This design comes from an exercise in tuning for small area, a short achievable clock period and few clock cycles per item on the open sky130 flow, not from production work.
The RTL was checked by simulation tests, not by an equivalence proof against the original design.

==> flow/design.v, too long to show whole: its modules and the start of the top module <==
// module cdd_pipe_ctrl: 25 lines
// module cdd_stage1: 1162 lines
// module cdd_stage2: 596 lines
// module cdd_final: 514 lines
// module cdd_clean: 40 lines
// module calendar_date_difference: 88 lines
module calendar_date_difference (
  input  logic                           clk_i,
  input  logic                           rst_ni,
  input  logic                           in_valid_i,
  output logic                           in_ready_o,
  input  logic [cdd_pkg::YEAR_W-1:0]     first_year_i,
  input  logic [cdd_pkg::MONTH_W-1:0]    first_month_i,
  input  logic [cdd_pkg::DAY_W-1:0]      first_day_i,
  input  logic [cdd_pkg::YEAR_W-1:0]     second_year_i,
  input  logic [cdd_pkg::MONTH_W-1:0]    second_month_i,
  input  logic [cdd_pkg::DAY_W-1:0]      second_day_i,
  output logic                           out_valid_o,
  input  logic                           out_ready_i,
  output logic [cdd_pkg::DIFF_W-1:0]     day_difference_o
);
  // ...
==> flow/flow/run.sh <==
#!/bin/bash
# Layout flow: the standard flow (standard.sh), with one change: the
# buffers that buffer_ports puts on every input and output port are
# sky130_fd_sc_hd__buf_2 instead of the cell OpenROAD picks by default.
set -euo pipefail
export BUFFER_PORTS_ARGS="-buffer_cell sky130_fd_sc_hd__buf_2"
bash standard.sh finish > standard_flow.log 2>&1
==> flow/standard.sh <==
#!/bin/bash
# synth_recipe.tcl (not shown) runs the flow's synth.tcl, then flattens the netlist and writes it again
# the make line also repeats each setting of config.mk as NAME=value (left out here)
make -C /OpenROAD-flow-scripts/flow DESIGN_CONFIG=/design/flow/config.mk WORK_HOME=/design/flow/orfs CLKGATE_MAP_FILE= SYNTH_SCRIPT=/design/flow/synth_recipe.tcl "${@:-finish}"
==> flow/config.mk <==
export PLATFORM = sky130hd
export DESIGN_NAME = calendar_date_difference
export DESIGN_NICKNAME = calendar_date_difference
export VERILOG_FILES = /design/flow/design.v
export SDC_FILE = /design/flow/constraint.sdc
export NUM_CORES = 4
export LEC_CHECK = 0
export CAP_MARGIN = 20
export CORE_MARGIN = 2
export CORE_UTILIZATION = 40
export SETUP_SLACK_MARGIN = 2.6
export SLEW_MARGIN = 20
==> flow/constraint.sdc <==
create_clock -name core_clock -period 7.0 [get_ports {clk_i}]
set_input_delay 1.4000 -clock core_clock [delete_from_list [all_inputs] [get_ports {clk_i}]]
set_output_delay 1.4000 -clock core_clock [all_outputs]
set_load 0.01 [all_outputs]
==> impl_metrics.env, run 1 <==
export IMPL_synthAdderAreaFrac_pct=37.3
export IMPL_synthArstFlopShare_pct=2.06
export IMPL_antenna_found_initial=0
export IMPL_detail_route_wl_per_cell_um=14.8
export IMPL_dominant_cell_class="multi-input gates"
export IMPL_synthDistinctLibCells=69
export IMPL_synth_top_area_share_pct=24.3
export IMPL_final_min_clock_period_ns=4.36
export IMPL_dp_hpwl_mm=20.3
export IMPL_syn_avg_cell_area_um2=9.78
export IMPL_inv_count=293
export IMPL_endpoint_kind="register"
export IMPL_synthesis_nets=1521
export IMPL_stdcell_area_um2=13200
export IMPL_hold_depth=1
export IMPL_reg2reg_to="cs_q[13]$_DFFE_PP_"
export IMPL_drive_gt1_share_pct=14.2
export IMPL_holdPathEnd="u_ctrl.v2_q$_DFFE_PN0P_"
export IMPL_final_nets=1585
export IMPL_numCtsBuffers=9
export IMPL_clock_area_share_pct=2.28
export IMPL_cts_path_max_buffers=2
export IMPL_path_depth=15
export IMPL_synth_top_family_by_area="adder cells"
export IMPL_hold_buffers=0
export IMPL_cts_resized=17
export IMPL_grt_pass1_vias=8093
export IMPL_dieArea_um2=30800
export IMPL_post_place_ws_ns=2.11
export IMPL_status="finished clean"
export IMPL_cp_data_arrival_time_ns=4.44
Testbench counts, summed over its fixed seeds: cycles 24,016, items 24,000.
==> inputs of run 2 (changes only) <==
==> flow/flow/run.sh (replaced) <==
#!/bin/bash
# Layout flow: the standard flow (standard.sh) with two changes:
# - the buffers that buffer_ports puts on every input and output port are
#   sky130_fd_sc_hd__buf_2 instead of the cell OpenROAD picks by default;
# - Yosys's synth skips its quick internal ABC pass (SYNTH_ARGS=-noabc), so
#   the full adders written in the RTL reach extract_fa as written; the
#   technology mapping ABC pass after it runs as usual.
set -euo pipefail
export BUFFER_PORTS_ARGS="-buffer_cell sky130_fd_sc_hd__buf_2"
export SYNTH_ARGS="-noabc"
bash standard.sh finish > standard_flow.log 2>&1
==> run 2 against run 1 <==
Compared with the run above: utilization increased by 0.68 points; first-iteration DRC count up 8.9%; die area decreased by 5.0%; sequential cell count stayed put; setup slack improved by 0.037 ns; critical path depth is 4 lower; worst hold slack got worse by 0.0041 ns; synthesized area fell by 5.1%; non-clock buffer count grew 19.
==> impl_metrics.env, run 2 <==
export IMPL_cts_path_max_buffers=2
export IMPL_syn_avg_cell_area_um2=10.3
export IMPL_dp_hpwl_mm=18.9
export IMPL_path_max_fanout=26
export IMPL_synth_edf_count=95
export IMPL_drtPass1Iterations=5
export IMPL_largest_register="cs_q"
export IMPL_ys_ff_latch=97
export IMPL_syn_to_final_growth_pct=14.9
export IMPL_synth_common_cells="inv_1 (207), fa_1 (136), ha_1 (124)"
export IMPL_num_io_pins=74
export IMPL_grt_busiest_layer="met2"
export IMPL_status="finished clean"
export IMPL_port_buffers=73
export IMPL_cp_data_arrival_time_ns=2.92
export IMPL_multiInputGateArea_um2=7710
export IMPL_maxCapViolations=0
export IMPL_reg2reg_slack_ns=2.79
export IMPL_use_met2_pct=26.6
export IMPL_finalHoldViolCount=0
export IMPL_worstRegToRegCells=10
export IMPL_syn_instance_count=1079
export IMPL_endpoint_kind="output port"
export IMPL_cp_cell_sequence="ha_2 -> nand4_1 -> nor3_2 -> nand4_1 -> nand3_1 -> buf_6 -> inv_8 -> fa_1 -> xnor2_1 -> xnor2_1 -> buf_2"
export IMPL_cts_max_level=3
export IMPL_reg_top3="cs_q: 43 flops, dt_q: 12 flops"
export IMPL_clock_sinks=97
export IMPL_diodes=0
export IMPL_synthesis_nets=1389
export IMPL_stdcell_area_um2=12800
export IMPL_die_width_um=171
export IMPL_start_kind="register"
export IMPL_vias_per_cell=4.88
export IMPL_fin_worst_skew_ns=0.00968
export IMPL_num_fill_cells=2643
export IMPL_crit_slowest_cell="ha_2"
export IMPL_clk_pin_slew_ns=0.07
export IMPL_ys_seq_area_share_pct=26.0
export IMPL_final_min_clock_period_ns=4.32
export IMPL_cts_tree="yes"
export IMPL_drive_gt1_share_pct=18.6
export IMPL_fin_crit_sh_pct=61.8
export IMPL_final_nets=1470
export IMPL_grtUsageTotal_pct=16.2
export IMPL_synth_ff_type="edfxtp_1"
export IMPL_core_area_um2=27600
export IMPL_antenna_found_initial=0
export IMPL_die_h_um=171
export IMPL_cp_startpoint="cs_q[32]$_DFFE_PP_"
export IMPL_detail_route_wl_per_cell_um=14.9
export IMPL_path_depth=11
export IMPL_final_cell_mix="inv_1 (204), fa_1 (132), ha_1 (108)"
export IMPL_grt_max_degree=55
export IMPL_start_util_pct=40.4
export IMPL_post_dp_cell_area_um2=11800
export IMPL_regArea_um2=2900
export IMPL_grt_met1_usage_pct=22.7
export IMPL_hold_buffers=0
export IMPL_synth_top_area_cell="edfxtp_1"
export IMPL_crit_path_end="day_difference_o[1]"
export IMPL_max_freq_mhz=231
export IMPL_drc=0
export IMPL_tightest_slew_ns=0.999
export IMPL_routed_wl_mm=23.0
export IMPL_drt_iter0_drc=454
export IMPL_clock_latency_ns=0.35
export IMPL_tns_ns=0
export IMPL_timing_rr_start="gb_q$_DFFE_PP_"
export IMPL_synthTopCellsByArea="edfxtp_1 (26%), fa_1 (24%), ha_1 (14%), inv_1 (7.0%), xnor2_1 (4.0%)"
export IMPL_synth_top_area_share_pct=25.6
export IMPL_ant_nets=0
export IMPL_critical_path_required_ns=5.60
export IMPL_gr_usage_met3_pct=1.60
export IMPL_row_count=61
export IMPL_netlist_area_um2=11100
export IMPL_synthDistinctLibCells=68
export IMPL_gr_total_overflow=0
export IMPL_grt_pass1_wl_mm=37.0
export IMPL_max_slew_margin_pct=33.4
export IMPL_crit_type="reg -> out"
export IMPL_critical_path_top_delay_family="adder cells"
export IMPL_numCtsBuffers=9
export IMPL_grt_pass1_vias=7358
export IMPL_yosysMostFrequentCell="inv_1"
export IMPL_slowest_delay_ns=0.41
export IMPL_final_common_cell="inv_1"
export IMPL_rsz0062_at_grt="yes"
export IMPL_cts_root_buf="clkbuf_16"
export IMPL_gp_congestion=0.941
export IMPL_reg2reg_to="cs_q[13]$_DFFE_PP_"
export IMPL_largest_reg_flops=43
export IMPL_synthArstFlopShare_pct=2.06
export IMPL_vias=7534
export IMPL_finalMaxSlewViolations=0
export IMPL_setup_violations=0
export IMPL_yosysWarningCount=4
export IMPL_hold_class="reg -> reg"
export IMPL_path_buf_inv=3
export IMPL_dieArea_um2=29200
[run 2: cells by family after synthesis]
logic type,after synthesis,synth area share [%]
xor+xnor,71,5.58
compound gates,185,10.8
simple gates,213,9.54
mux,6,0.550
fa+ha+maj,260,38.3
flops,97,26.0
buf+inv,247,9.16
[run 2: worst min-delay path by stage]
stage	to	slack [ns]	depth (start not counted)	from
floorplan	u_ctrl.v2_q$_DFFE_PN0P_	0.43	1	u_ctrl.v1_q$_DFFE_PN0P_
global placement	u_ctrl.v2_q$_DFFE_PN0P_	0.45	1	u_ctrl.v1_q$_DFFE_PN0P_
detailed placement	u_ctrl.v2_q$_DFFE_PN0P_	0.46	1	u_ctrl.v1_q$_DFFE_PN0P_
CTS	u_ctrl.v2_q$_DFFE_PN0P_	0.47	1	u_ctrl.v1_q$_DFFE_PN0P_
global route	u_ctrl.v2_q$_DFFE_PN0P_	0.50	1	u_ctrl.v1_q$_DFFE_PN0P_
finish	u_ctrl.v2_q$_DFFE_PN0P_	0.47	1	u_ctrl.v1_q$_DFFE_PN0P_
[run 2: per-layer routing]
layer,vias up,wire length [um]
met3,24,772
met4,0,449
li1,3755,-
met2,140,10800
met5,-,0
met1,3615,11000
[run 2: timing repair]
action                     CTS  global route
setup endpoints to repair   39            30
pin swaps                    7            36
gates resized for setup     31            71
setup buffers               10            24
[run 2: final cells by class]
type	instances	area share (%)
Clock buffer	9	1.76
Clock inverter	7	0.488
Inverter	208	6.15
Multi-Input combinational cell	735	60.1
Sequential cell	97	22.6
Tap cell	378	3.69
Timing Repair Buffer	109	5.14
[run 2: stage by stage]
stage	util, %	hold WS (ns)	setup slack (ns)	std cells
floorplan	-	0.435	2.55	1079
global placement	42.6	0.452	1.70	1493
detailed placement	42.6	0.456	1.68	1493
CTS	44.5	0.474	2.56	1519
global route	46.4	0.503	2.50	1543
finish	46.4	0.471	2.68	1543
[run 2: worst reg2reg max path: cells and delay by family, from the launching register on]
| kind | cells | cell delay, ns |
|---|---|---|
| DFF | 1 | 0.44 |
| xor gates and xnor gates | 1 | 0.17 |
| adders and majority gates | 8 | 3.28 |
| buffers and inverters | 1 | 0.06 |
==> inputs of run 3 (changes only) <==
--- a/flow/config.mk
+++ b/flow/config.mk
@@ -10,3 +10,3 @@
 export CORE_UTILIZATION = 40
-export SETUP_SLACK_MARGIN = 2.6
+export SETUP_SLACK_MARGIN = 2.4
 export SLEW_MARGIN = 20
==> run 3 against run 2 <==
Compared with the run above: synthesized cell count stayed put; via count down 1.9%; non-clock buffer count down 25; still clean; critical endpoint is now day_difference_o[12]; worst hold slack gained 0.0024 ns; routed wire length fell by 3.7%; global-route usage fell by 0.14 points; final cell count decreased by 1.6%; first-iteration DRC count rose by 12%.
==> impl_metrics.env, run 3 <==
export IMPL_die_width_um=171
export IMPL_synth_edf_count=95
export IMPL_ant_nets=0
export IMPL_num_fill_cells=2668
export IMPL_grt_pass1_wl_mm=37.1
export IMPL_synth_ff_type="edfxtp_1"
export IMPL_gr_total_overflow=0
export IMPL_netlist_area_um2=11100
export IMPL_drt_iter0_drc=510
export IMPL_cp_data_arrival_time_ns=3.04
export IMPL_cts_root_buf="clkbuf_16"
export IMPL_maxCapViolations=0
export IMPL_syn_instance_count=1079
export IMPL_syn_avg_cell_area_um2=10.3
export IMPL_syn_to_final_growth_pct=9.97
export IMPL_reg2reg_to="cs_q[13]$_DFFE_PP_"
export IMPL_synthDistinctLibCells=68
export IMPL_rsz0062_at_grt="yes"
export IMPL_reg_top3="cs_q: 43 flops, dt_q: 12 flops"
export IMPL_synth_top_area_share_pct=25.6
export IMPL_vias_per_cell=4.87
export IMPL_critical_path_required_ns=5.60
export IMPL_gp_congestion=0.910
export IMPL_dp_hpwl_mm=18.9
export IMPL_yosysWarningCount=4
export IMPL_detail_route_wl_per_cell_um=14.6
export IMPL_status="finished clean"
export IMPL_final_core_util_pct=44.4
export IMPL_numCtsBuffers=9
export IMPL_tns_ns=0
export IMPL_synthArstFlopShare_pct=2.06
export IMPL_hold_buffers=0
export IMPL_antenna_found_initial=0
export IMPL_worst_slack_ns=2.56
export IMPL_reg2reg_slack_ns=2.64
export IMPL_hold_depth=1
export IMPL_num_io_pins=74
export IMPL_core_area_um2=27600
export IMPL_cts_tree="yes"
export IMPL_finalHoldViolCount=0
export IMPL_finalMaxSlewViolations=0
export IMPL_routed_wl_mm=22.2
export IMPL_cts_max_level=3
export IMPL_crit_type="reg -> out"
export IMPL_worstRegToRegCells=11
export IMPL_synthesis_nets=1389
export IMPL_dieArea_um2=29200
export IMPL_max_slew_margin_pct=33.1
export IMPL_final_nets=1445
export IMPL_setup_violations=0
export IMPL_port_buffers=73
export IMPL_final_min_clock_period_ns=4.44
export IMPL_vias=7394
export IMPL_ys_seq_area_share_pct=26.0
export IMPL_yosysMostFrequentCell="inv_1"
export IMPL_diodes=0
export IMPL_clock_sinks=97
export IMPL_clk_pin_slew_ns=0.07
export IMPL_tightest_slew_ns=1.00
export IMPL_drc=0
export IMPL_die_h_um=171
export IMPL_final_cell_mix="inv_1 (207), fa_1 (136), ha_1 (118)"
export IMPL_path_max_fanout=6
export IMPL_holdPathEnd="u_ctrl.v2_q$_DFFE_PN0P_"
export IMPL_hold_class="reg -> reg"
export IMPL_ys_ff_latch=97
export IMPL_grt_max_degree=55
export IMPL_largest_register="cs_q"
export IMPL_clock_latency_ns=0.35
export IMPL_grt_pass1_vias=7383
export IMPL_synth_top_area_cell="edfxtp_1"
export IMPL_drive_gt1_share_pct=12.5
export IMPL_synthTopCellsByArea="edfxtp_1 (26%), fa_1 (24%), ha_1 (14%), inv_1 (7.0%), xnor2_1 (4.0%)"
export IMPL_largest_reg_flops=43
export IMPL_max_freq_mhz=225
export IMPL_endpoint_kind="output port"
export IMPL_hp_start="u_ctrl.v1_q$_DFFE_PN0P_"
export IMPL_timing_rr_start="ga_q$_DFFE_PP_"
export IMPL_start_util_pct=40.4
export IMPL_drtPass1Iterations=5
export IMPL_start_kind="register"
export IMPL_synth_common_cells="inv_1 (207), fa_1 (136), ha_1 (124)"
export IMPL_grtUsageTotal_pct=16.0
export IMPL_cts_path_max_buffers=2
export IMPL_final_common_cell="inv_1"
export IMPL_post_place_ws_ns=1.78
export IMPL_row_count=61
export IMPL_fin_crit_sh_pct=63.4
export IMPL_fin_worst_skew_ns=0.00955
==> run 3: metrics by stage <==
step                      hold WS (ns)  instances  area [um^2]
after floorplan                  0.435       1079        11100
after global placement           0.455       1493        11800
after detailed placement         0.463       1493        11800
after CTS                        0.480       1511        12100
after global routing             0.506       1518        12300
final                            0.474       1518        12300
==> run 3: metal layers <==
| layer | up-vias | GRT usage, % | part of all wire (%) |
|---|---|---|---|
| li1 | 3706 | - | - |
| met1 | 3537 | 22.6 | 49 |
| met2 | 137 | 26.5 | 47 |
| met3 | 14 | 1.97 | 3.5 |
| met4 | 0 | 3.54 | 0.93 |
| met5 | - | 0 | 0 |
==> run 3: worst max-delay path by stage <==
stage / start / to / slack [ns]
after detailed placement: first_year_i[2] / dt_q[10]$_DFFE_PP_ / 1.78
after global placement: second_year_i[6] / dt_q[11]$_DFFE_PP_ / 1.82
final: cs_q[35]$_DFFE_PP_ / day_difference_o[12] / 2.56
after CTS: cs_q[35]$_DFFE_PP_ / day_difference_o[12] / 2.41
after global routing: second_year_i[10] / dt_q[10]$_DFFE_PP_ / 2.33
after floorplan: first_year_i[5] / dt_q[10]$_DFFE_PP_ / 2.50
==> run 3: critical path: stages (launching register included) <==
cell and delay, ns:
edfxtp_1 0.40, inv_1 0.08, ha_2 0.32, a21oi_2 0.15, o21ai_1 0.10, a221oi_2 0.33, nand3_1 0.13, buf_6 0.15
a221o_1 0.33, a21o_1 0.22, a21o_1 0.20, xnor2_1 0.14, buf_2 0.14
==> run 3: what timing repair did <==
item                                    4_1_cts  5_1_grt
gates resized for setup                      10       22
endpoints found under the setup margin       12       16
pin swaps                                     3        6
buffers inserted                              2        7
==> run 3: cells by family after synthesis <==
logic type | synth area share (%)
compound gates | 10.8
xor+xnor | 5.58
fa+ha+maj | 38.3
buf+inv | 9.16
flops | 26.0
mux | 0.550
simple gates | 9.54
==> run 3: layout make-up <==
type                            instances  area, um^2  area share (%)
Clock buffer                            9         225            1.84
Clock inverter                          7        62.6           0.510
Inverter                              208         786            6.41
Multi-Input combinational cell        735        7360            60.0
Sequential cell                        97        2900            23.7
Tap cell                              378         473            3.86
Timing Repair Buffer                   84         452            3.68
==> inputs of run 4 (changes only) <==
--- a/flow/config.mk
+++ b/flow/config.mk
@@ -9,3 +9,4 @@
 export CORE_MARGIN = 2
-export CORE_UTILIZATION = 40
+export CORE_UTILIZATION = 60
+export PLACE_DENSITY = 0.75
 export SETUP_SLACK_MARGIN = 2.4
==> run 4 against run 3 <==
Compared with the run above: cell area decreased by 1.9%; clock skew barely moved; non-clock buffer count is 3 lower; die area shrank 33%; worst hold slack about the same; utilization is 22 points higher; sequential cell count unchanged.
==> impl_metrics.env, run 4 <==
export IMPL_status="finished clean"
export IMPL_synth_top_area_share_pct=25.6
export IMPL_grt_pass1_vias=7606
export IMPL_die_width_um=140
export IMPL_largest_register="cs_q"
export IMPL_synthesis_nets=1389
export IMPL_clk_pin_slew_ns=0.07
export IMPL_dieArea_um2=19700
export IMPL_clock_sinks=97
export IMPL_place_inst=1344
export IMPL_syn_to_final_growth_pct=7.86
export IMPL_stdcell_area_um2=12000
export IMPL_rsz0062_at_grt="yes"
export IMPL_vias=7513
export IMPL_routed_wl_mm=21.6
export IMPL_post_dp_cell_area_um2=11600
export IMPL_cts_path_max_buffers=2
export IMPL_die_h_um=140
export IMPL_cts_root_buf="clkbuf_16"
export IMPL_max_freq_mhz=222
export IMPL_fin_worst_skew_ns=0.00951
export IMPL_detail_route_wl_per_cell_um=15.8
export IMPL_final_nets=1442
export IMPL_final_common_cell="inv_1"
export IMPL_crit_type="in -> reg"
export IMPL_endpoint_kind="register"
export IMPL_synth_common_cells="inv_1 (207), fa_1 (136), ha_1 (124)"
export IMPL_synthSimpleGateAreaFrac_pct=9.54
export IMPL_dp_hpwl_mm=18.0
export IMPL_synth_top_family_by_area="adder cells"
export IMPL_start_util_pct=61.6
export IMPL_critical_path_required_ns=7.10
export IMPL_largest_reg_flops=43
export IMPL_synthTopCellsByArea="edfxtp_1 (26%), fa_1 (24%), ha_1 (14%), inv_1 (7.0%), xnor2_1 (4.0%)"
export IMPL_port_buffers=73
export IMPL_finalMaxSlewViolations=0
export IMPL_max_slew_margin_pct=34.3
export IMPL_cp_data_arrival_time_ns=4.60
export IMPL_yosysMostFrequentCell="inv_1"
export IMPL_ys_ff_latch=97
export IMPL_tightest_slew_ns=0.986
export IMPL_core_area_um2=18100
export IMPL_reg_top3="cs_q: 43 flops, dt_q: 12 flops"
export IMPL_ant_nets=0
export IMPL_grtUsageTotal_pct=23.5
export IMPL_drc=0
export IMPL_synth_edf_count=95
export IMPL_gp_congestion=0.947
export IMPL_maxCapViolations=0
export IMPL_num_io_pins=74
export IMPL_cts_tree="yes"
export IMPL_final_cells=1366
export IMPL_fin_crit_sh_pct=64.4
export IMPL_setup_violations=0
export IMPL_netlist_area_um2=11100
export IMPL_synthArstFlopShare_pct=2.06
export IMPL_hold_buffers=0
export IMPL_synth_compound_area_share_pct=10.8
export IMPL_path_max_fanout=6
export IMPL_post_place_ws_ns=1.83
export IMPL_drt_iter0_drc=495
export IMPL_final_min_clock_period_ns=4.50
export IMPL_cts_max_level=3
export IMPL_synthAdderAreaFrac_pct=38.3
export IMPL_tns_ns=0
export IMPL_synth_ff_type="edfxtp_1"
export IMPL_drtPass1Iterations=4
export IMPL_row_count=49
export IMPL_syn_avg_cell_area_um2=10.3
export IMPL_drive_gt1_share_pct=12.0
export IMPL_hold_class="reg -> reg"
export IMPL_grt_pass1_wl_mm=36.6
export IMPL_syn_instance_count=1079
export IMPL_grt_max_degree=55
export IMPL_numCtsBuffers=9
export IMPL_muxShareOfSynthArea_pct=0.550
export IMPL_final_cell_mix="inv_1 (207), fa_1 (136), ha_1 (121)"
export IMPL_worst_slack_ns=2.50
export IMPL_synthDistinctLibCells=68
export IMPL_synth_xor_area_share_pct=5.58
export IMPL_gr_total_overflow=0
export IMPL_synth_top_area_cell="edfxtp_1"
export IMPL_clock_latency_ns=0.34
export IMPL_ys_seq_area_share_pct=26.0
export IMPL_finalHoldViolCount=0
export IMPL_antenna_found_initial=0
export IMPL_diodes=0
export IMPL_vias_per_cell=5.50
export IMPL_start_kind="primary input"
export IMPL_yosysWarningCount=4
-- run 4: cell type report --
cell class | count | area (um^2)
clock buffer | 10 | 229
clock inverter | 6 | 50.0
fill | 1452 | 6060
inverter | 208 | 783
multi-input combinational | 735 | 7350
sequential | 97 | 2900
tap | 229 | 287
timing repair buffer | 81 | 425
-- run 4: routing by layer --
metal	share of wire [%]	GRT usage (%)	vias up
met1	46	33.0	3624
li1	-	-	3699
met4	2.5	6.59	0
met2	48	39.1	159
met5	0	0	-
met3	3.3	2.70	31
-- run 4: worst paths after layout --
| check | startpoint | endpoint | slack (ns) | cells after the start |
|---|---|---|---|---|
| setup / recovery | first_year_i[5] | dt_q[10]$_DFFE_PP_ | 2.50 | 17 |
| hold / removal | u_ctrl.v1_q$_DFFE_PN0P_ | u_ctrl.v2_q$_DFFE_PN0P_ | 0.47 | 1 |
| setup reg to reg | ga_q$_DFFE_PP_ | cs_q[13]$_DFFE_PP_ | 2.60 | 11 |
| hold reg to reg | u_ctrl.v1_q$_DFFE_PN0P_ | u_ctrl.v2_q$_DFFE_PN0P_ | 0.47 | 1 |
| max in group asynchronous | rst_ni | u_ctrl.v1_q$_DFFE_PN0P_ | 6.08 | 1 |
| min in group asynchronous | rst_ni | u_ctrl.v2_q$_DFFE_PN0P_ | 0.83 | 1 |
-- run 4: timing repair --
| item | 4_1_cts | 5_1_grt |
|---|---|---|
| pin swaps | 2 | 6 |
| endpoints found under the setup margin | 25 | 17 |
| setup buffers | 3 | 3 |
| resized for setup | 8 | 20 |
-- run 4: cells by family (layout without fill, tap and decap cells) --
group / after synthesis / after routing
AOI/OAI and AO/OA: 185 / 185
muxes: 6 / 6
DFF: 97 / 97
xor gates and xnor gates: 71 / 71
adders and majority gates: 260 / 260
and+or+nand+nor: 213 / 213
buffers and inverters: 247 / 305
-- run 4: through the flow --
| stage | utilization [%] | hold WS, ns |
|---|---|---|
| after detailed placement | 64.0 | 0.463 |
| after global placement | 64.0 | 0.454 |
| after global routing | 66.5 | 0.526 |
| after floorplan | - | 0.435 |
| after CTS | 65.8 | 0.480 |
| final | 66.5 | 0.473 |
-- run 4: critical path, stage by stage --
cell and delay, ns:
buf_2 0.15, nor4_1 0.28, nor2_1 0.06, o31a_2 0.33, or2_2 0.33, nor2_2 0.12
ha_1 0.16, inv_1 0.07, fa_1 0.45, a21o_1 0.20, a21oi_2 0.17, o21bai_1 0.11
a21oi_2 0.18, o21ai_1 0.13, a21o_1 0.20, a21oi_1 0.18, xnor2_1 0.09

## afterwards: timing with drivers on the ports
The results above use ideal ports. As a check the final layouts listed here were re-extracted and re-timed, cells and wires unchanged. Step 1, drivers: a clkbuf_16 drives clk_i and a buf_2 each remaining input, both assumed. Step 2 adds t to the input delays and takes it off the output delays; t is the mean of the earliest and latest rising clock arrival at the registers after step 1. Input paths then give back, and output paths get back, about the clock's delay inside the block. Slacks: ideal ports / drivers / drivers and shift; pairs: ideal ports / drivers.
| run | t, ns | setup slack, ns | hold WS [ns] | clock arrival spread, ns | worst data-port slew with drivers (ns) |
|---|---|---|---|---|---|
| run 1 | 0.385 | 2.640 / 2.627 / 2.242 | 0.475 / 0.475 / 0.475 | 0.017 / 0.018 | 0.06 |
| run 2 | 0.389 | 2.677 / 2.637 / 2.330 | 0.471 / 0.471 / 0.471 | 0.010 / 0.009 | 0.04 |
| run 3 | 0.388 | 2.560 / 2.518 / 2.207 | 0.474 / 0.474 / 0.474 | 0.010 / 0.010 | 0.03 |
| run 4 | 0.378 | 2.495 / 2.516 / 2.139 | 0.473 / 0.473 / 0.473 | 0.010 / 0.009 | 0.03 |
After both steps every run listed still meets setup and hold. For run 1, which loses most, drivers alone change the setup slack by -0.013 ns; drivers and shift together by -0.398 ns.
